Context: an optimization exercise on an open-source flow, tuned for a short achievable clock period and few clock cycles. The choices shown serve that exercise and are no tape-out recipe.
In this exercise RTL edits were held to simulation tests only and were not proved equivalent to the original.
Power figures rest on the tool's default switching activity, not on a simulated workload.

==> flow/design.v <==
module cybercobra_mc #(
    parameter logic [31:0] RESET_PC = 32'h0000_0000,
    parameter int          SW_W     = 16
) (
    input  logic            clk_i,
    input  logic            rst_i,
    output logic            imem_req_o,
    output logic [31:0]     imem_addr_o,
    input  logic            imem_valid_i,
    input  logic [31:0]     imem_rdata_i,
    input  logic [SW_W-1:0] sw_i,
    input  logic            sw_valid_i,
    output logic            sw_ack_o,
    output logic [31:0]     out_o,
    output logic            halted_o
    ,
    output logic [31:0]     instret_o
);
    localparam logic [4:0] ALU_ADD  = 5'b00000;
    localparam logic [4:0] ALU_SLL  = 5'b00001;
    localparam logic [4:0] ALU_SLTS = 5'b00010;
    localparam logic [4:0] ALU_SLTU = 5'b00011;
    localparam logic [4:0] ALU_XOR  = 5'b00100;
    localparam logic [4:0] ALU_SRL  = 5'b00101;
    localparam logic [4:0] ALU_OR   = 5'b00110;
    localparam logic [4:0] ALU_AND  = 5'b00111;
    localparam logic [4:0] ALU_SUB  = 5'b01000;
    localparam logic [4:0] ALU_SRA  = 5'b01101;
    localparam logic [4:0] ALU_EQ   = 5'b11000;
    localparam logic [4:0] ALU_NE   = 5'b11001;
    localparam logic [4:0] ALU_LTS  = 5'b11100;
    localparam logic [4:0] ALU_GES  = 5'b11101;
    localparam logic [4:0] ALU_LTU  = 5'b11110;
    localparam logic [4:0] ALU_GEU  = 5'b11111;
    typedef enum logic [1:0] {
        ST_FETCH,
        ST_EXEC,
        ST_HALT
    } state_t;
    state_t      state_q, state_d;
    logic [31:0] pc_q;
    logic [31:0] ir_q;
    logic [31:0] out_q;
    logic [31:0] rf [32];
    logic        f_j, f_b;
    logic [1:0]  f_ws;
    logic [4:0]  f_alu_op, f_ra1, f_ra2, f_wa;
    logic [7:0]  f_offs;
    logic [22:0] f_const;
    assign f_j      = ir_q[31];
    assign f_b      = ir_q[30];
    assign f_ws     = ir_q[29:28];
    assign f_alu_op = ir_q[27:23];
    assign f_ra1    = ir_q[22:18];
    assign f_ra2    = ir_q[17:13];
    assign f_offs   = ir_q[12:5];
    assign f_wa     = ir_q[4:0];
    assign f_const  = ir_q[27:5];
    logic [31:0] rd1, rd2;
    logic [31:0] alu_res;
    logic        alu_flag;
    logic [31:0] sw_ext;
    logic [31:0] wr_data;
    logic        wr_en;
    logic        sw_wait;
    logic        halt_hit;
    logic        exec_done;
    logic        taken;
    logic [31:0] br_offs;
    logic [31:0] pc_next;
    assign rd1 = (f_ra1 == 5'd0) ? 32'd0 : rf[f_ra1];
    assign rd2 = (f_ra2 == 5'd0) ? 32'd0 : rf[f_ra2];
    always_comb begin
        alu_res  = 32'd0;
        alu_flag = 1'b0;
        case (f_alu_op)
            ALU_ADD:  alu_res  = rd1 + rd2;
            ALU_SUB:  alu_res  = rd1 - rd2;
            ALU_SLL:  alu_res  = rd1 << rd2[4:0];
            ALU_SLTS: alu_res  = {31'd0, $signed(rd1) < $signed(rd2)};
            ALU_SLTU: alu_res  = {31'd0, rd1 < rd2};
            ALU_XOR:  alu_res  = rd1 ^ rd2;
            ALU_SRL:  alu_res  = rd1 >> rd2[4:0];
            ALU_SRA:  alu_res  = $unsigned($signed(rd1) >>> rd2[4:0]);
            ALU_OR:   alu_res  = rd1 | rd2;
            ALU_AND:  alu_res  = rd1 & rd2;
            ALU_EQ:   alu_flag = (rd1 == rd2);
            ALU_NE:   alu_flag = (rd1 != rd2);
            ALU_LTS:  alu_flag = ($signed(rd1) < $signed(rd2));
            ALU_GES:  alu_flag = ($signed(rd1) >= $signed(rd2));
            ALU_LTU:  alu_flag = (rd1 < rd2);
            ALU_GEU:  alu_flag = (rd1 >= rd2);
            default:  alu_res  = 32'd0;
        endcase
    end
    assign sw_ext = 32'($signed(sw_i));
    always_comb begin
        wr_data = 32'd0;
        case (f_ws)
            2'b00:   wr_data = {{9{f_const[22]}}, f_const};
            2'b01:   wr_data = alu_res;
            2'b10:   wr_data = sw_ext;
            default: wr_data = 32'd0;
        endcase
    end
    assign wr_en    = !f_j && !f_b;
    assign sw_wait  = wr_en && (f_ws == 2'b10) && !sw_valid_i;
    assign halt_hit = f_j && (f_offs == 8'd0);
    assign taken   = f_j || (f_b && alu_flag);
    assign br_offs = {{22{f_offs[7]}}, f_offs, 2'b00};
    assign pc_next = pc_q + (taken ? br_offs : 32'd4);
    always_comb begin
        state_d    = state_q;
        imem_req_o = 1'b0;
        sw_ack_o   = 1'b0;
        halted_o   = 1'b0;
        exec_done  = 1'b0;
        case (state_q)
            ST_FETCH: begin
                imem_req_o = 1'b1;
                if (imem_valid_i) begin
                    state_d = ST_EXEC;
                end
            end
            ST_EXEC: begin
                if (!sw_wait) begin
                    exec_done = 1'b1;
                    sw_ack_o  = wr_en && (f_ws == 2'b10);
                    state_d   = halt_hit ? ST_HALT : ST_FETCH;
                end
            end
            ST_HALT: begin
                halted_o = 1'b1;
            end
            default: begin
                state_d = ST_FETCH;
            end
        endcase
    end
    always_ff @(posedge clk_i) begin
        if (rst_i) begin
            state_q <= ST_FETCH;
            pc_q    <= RESET_PC;
            ir_q    <= 32'd0;
            out_q   <= 32'd0;
        end else begin
            state_q <= state_d;
            if (state_q == ST_FETCH && imem_valid_i) begin
                ir_q <= imem_rdata_i;
            end
            if (exec_done) begin
                pc_q  <= pc_next;
                out_q <= rd1;
            end
        end
    end
    always_ff @(posedge clk_i) begin
        if (exec_done && wr_en && (f_wa != 5'd0)) begin
            rf[f_wa] <= wr_data;
        end
    end
    assign imem_addr_o = pc_q;
    assign out_o       = out_q;
    logic [31:0] instret_q;
    always_ff @(posedge clk_i) begin
        if (rst_i) begin
            instret_q <= 32'd0;
        end else if (exec_done) begin
            instret_q <= instret_q + 32'd1;
        end
    end
    assign instret_o = instret_q;
endmodule
==> flow/run.sh <==
#!/bin/bash
# synth_recipe.tcl (not shown) runs the flow's synth.tcl, then flattens the netlist and writes it again
# the make line also repeats each setting of config.mk as NAME=value (left out here)
make -C /OpenROAD-flow-scripts/flow DESIGN_CONFIG=/design/flow/config.mk WORK_HOME=/design/flow/orfs CLKGATE_MAP_FILE= SYNTH_SCRIPT=/design/flow/synth_recipe.tcl finish
==> flow/config.mk <==
export PLATFORM = sky130hd
export DESIGN_NAME = cybercobra_mc
export DESIGN_NICKNAME = cybercobra_mc
export VERILOG_FILES = /design/flow/design.v
export SDC_FILE = /design/flow/constraint.sdc
export NUM_CORES = 4
export LEC_CHECK = 0
export CAP_MARGIN = 20
export CORE_MARGIN = 2
export CORE_UTILIZATION = 40
export SLEW_MARGIN = 20
==> flow/constraint.sdc <==
create_clock -name core_clock -period 10.0 [get_ports {clk_i}]
set_input_delay 2.0000 -clock core_clock [delete_from_list [all_inputs] [get_ports {clk_i}]]
set_output_delay 2.0000 -clock core_clock [all_outputs]
set_load 0.01 [all_outputs]
==> flow_summary.toml <==
[setup_path]
crit_path_max_incr_delay_ns = 0.82
worst-path-buf-inv = 4
crit_required_ns = 10.72
path_delay_family = "compound AO/OA/AOI/OAI gates"
worstPathArrival_ns = 10.00
crit_type = "reg2reg"
cp_max_fo = 29
cp-start-kind = "register"
crit_path_top_delay_cell = "dfxtp_4"
crit_path_end_kind = "register"

[global_routing]
first_global_vias = 42952
grt_antenna_before_repair = 11
grt_usage_pct = 28.7
grt_first_pass_wirelength_um = 330000
grt_max_degree = 88
gr-total-overflow = 0

[synth]
synthTopCellsByArea = "edfxtp_1 48%, mux4_2 18%, dfxtp_1 4.4%"
synth-edff-count = 1024
synth_top_family_by_area = "multiplexers"
synth_fa_ha_area_share_pct = 2.68
synth-simple-area-share_pct = 6.99
synth.top_cell.area_share_pct = 48.4
ys_types = 100
synth_top_cells_by_count = "1024 x edfxtp_1, 513 x mux4_2, 368 x nand2_1, 317 x nor2_1, 264 x a21oi_1"
yosysWarningCount = 1
muxShareOfSynthArea_pct = 24.0
synth_compound_area_share_pct = 9.08
yosysSeqAreaShare_pct = 52.8
synth-async-reset-ratio_pct = 0
netlist_area_sq_mm = 0.0635
synth-main-ff-cell = "edfxtp_1"
synth_top_area_cell = "edfxtp_1"
synth-seq-cells = 1162
syn_area_per_cell_sq_um = 14.4
synthCells = 4422
synth.most_common_cell = "edfxtp_1"
synth_xor_area_share_pct = 0.869

[floorplan]
fp.dieW_um = 402
die_area_sq_mm = 0.162
ioPinCount = 151
fp-row-count = 146
fp.dieH_um = 402
coreArea_sq_mm = 0.158
start_util_pct = 40.2

[clock_tree]
insertion_delay_ns = 0.79
cts_made_buffers = 120
hold_buffers = 0
h-tree-depth = 3
cts_max_path_buffers = 3
cts-root-buf = "clkbuf_16"
clk_pin_slew_worst_paths_ns = 0.07
cts_setup_buffers = 0
cts_resized = 0
cts_tree = "yes"
cts_sinks = 1162

[finish]
nets = 4822
syn_to_final_growth_pct = 14.5
drive_gt1_share_pct = 23.3

[drt]
drc_errors = 0
drt-initial-drc-count = 6104
dr.pass1.iters = 5
wl_per_cell_um = 34.7
vias_per_cell = 6.52
vias = 44443
drtAntennaViolNets = 0
drt_wl_total_um = 237000

[timing]
fmax_ghz = 0.108
setup_viol = 0
worstMarginPinSlew_ns = 1.20
setup_ws_ns = 0.723
min_period_over_period_pct = 92.8
tns_ns = 0
hold_violations = 0
relSlewSlack_pct = 19.9
skew_ns = 0.0817
min_period_ns = 9.28
finalMaxSlewViolations = 0
rsz0062_at_grt = "no"

[outcome]
status = "timing/DRC/antenna clean"

[power_and_ir_drop]
power_frac_seq_pct = 41.4
swShare_pct = 30.5
p_int_w = 0.00933
p_comb_share_pct = 23.2
power_switching_w = 0.00410
clkPwrFrac_pct = 35.4
power_leakage_nw = 24.2
ir_drop_uv = 160
cellPowerDensity_mw_per_mm2 = 185

[placement]
gp_congestion = 1.04
dp_hpwl_um = 154000
pre_cts_ws_ns = 0.927
portBuffers = 148

[min_path]
hold_class = "reg2reg"

[flow_run]
max-cap-violations = 0
-- tightest hold or removal path, cell delays in order, from the launching register on --
cell and delay, ns:
dfxtp_1 0.31, nand2_1 0.06, a21oi_1 0.05
-- final cells by class --
cell class | count | area (sq um)
fill | 13735 | 85300
sequential | 1162 | 33500
multi-input combinational | 2860 | 28400
timing repair buffer | 381 | 3610
clock buffer | 138 | 3110
tap | 2072 | 2590
clock inverter | 90 | 1070
inverter | 111 | 417
antenna | 4 | 10.0
-- cells by family (layout without fill, tap and decap cells) --
logic type | Yosys count | count (layout)
muxes | 790 | 790
adders and majority gates | 134 | 134
DFF | 1162 | 1162
buffers and inverters | 433 | 720
and+or+nand+nor | 979 | 979
xor gates and xnor gates | 63 | 63
AOI/OAI and AO/OA | 860 | 860
other | 1 | 38
-- power by group through the flow --
stage	clock network [W]	registers, W	logic (W)
after floorplan	0	0.00562	0.00190
after global placement	0	0.00566	0.00303
after detailed placement	0	0.00566	0.00301
after CTS	0.00482	0.00555	0.00303
after global routing	0.00501	0.00556	0.00327
final	0.00476	0.00556	0.00312
-- sequential cells by signal (all words and copies together) (netlist names), named ones only --
name,flops
rf,1024
out_q,32
pc_q,30
ir_q,32
instret_q,32
state_q,2
-- cell usage in the layout (no fill, tap or decap), types with 50 or more instances in the layout --
cell,instances
nand2_1,366
dfxtp_1,127
o21ai_0,147
ha_1,131
mux2i_1,185
nor2_1,283
mux4_1,51
buf_4,204
clkdlybuf4s50_1,147
clkbuf_16,122
mux4_2,513
a21o_1,52
nand2b_1,50
inv_1,106
a21oi_1,259
edfxtp_1,1024
-- through the flow --
step	util, %	cell area, sq um	std cells	hold slack, ns	power, W
2_1_floorplan	-	63600	4455	0.441	0.00752
3_3_place_gp	43.2	68300	6577	0.446	0.00869
3_5_place_dp	43.4	68500	6585	0.450	0.00867
4_1_cts	46.0	72700	6813	0.463	0.0134
5_1_grt	46.0	72700	6814	0.494	0.0138
6_report	46.0	72700	6818	0.462	0.0134
-- per-layer routing --
metal  track usage [%]  routed length, um  vias up
met3              6.51              24100      460
met4              12.9              12200       10
li1                  -                  -    18169
met5                 0                 61        -
met2              43.1             105000     2662
met1              39.9              95500    23142
-- final timing paths --
kind,startpoint,end,slack [ns],cells past startpoint
min reg2reg,out_q[25],out_q[25],0.46,2
min,out_q[25],out_q[25],0.46,2
max reg2reg,register,pc_q[30],0.72,28
max,register,pc_q[30],0.72,28
Testbench counts, summed over its fixed seeds: cycles 160,000.

port drivers added, routing unchanged:
In the flow no input, the clock included, has a driving cell. The finished layout below was timed again as built, in two steps. Step 1 sets driving cells, clkbuf_16 on the clock port and buf_2 on the other inputs (assumed; they add their load-dependent delay and slew). Step 2 times the ports against the registers' clock, not the clock port: input delays grow and output delays shrink by t, the midpoint of the rising clock arrivals with the driver on. Three values: ideal, step 1, step 2; two values: the first two.
t (ns): 0.833
slack for setup (ns): 0.723 / 0.723 / 0.723
worst setup path at the end: register to register
slew at the worst register clock pin (ns): 0.08 / 0.08
After both steps this run still meets setup and hold. The setup slack of this run moves by 0.000 ns with the drivers and by 0.000 ns with both steps.
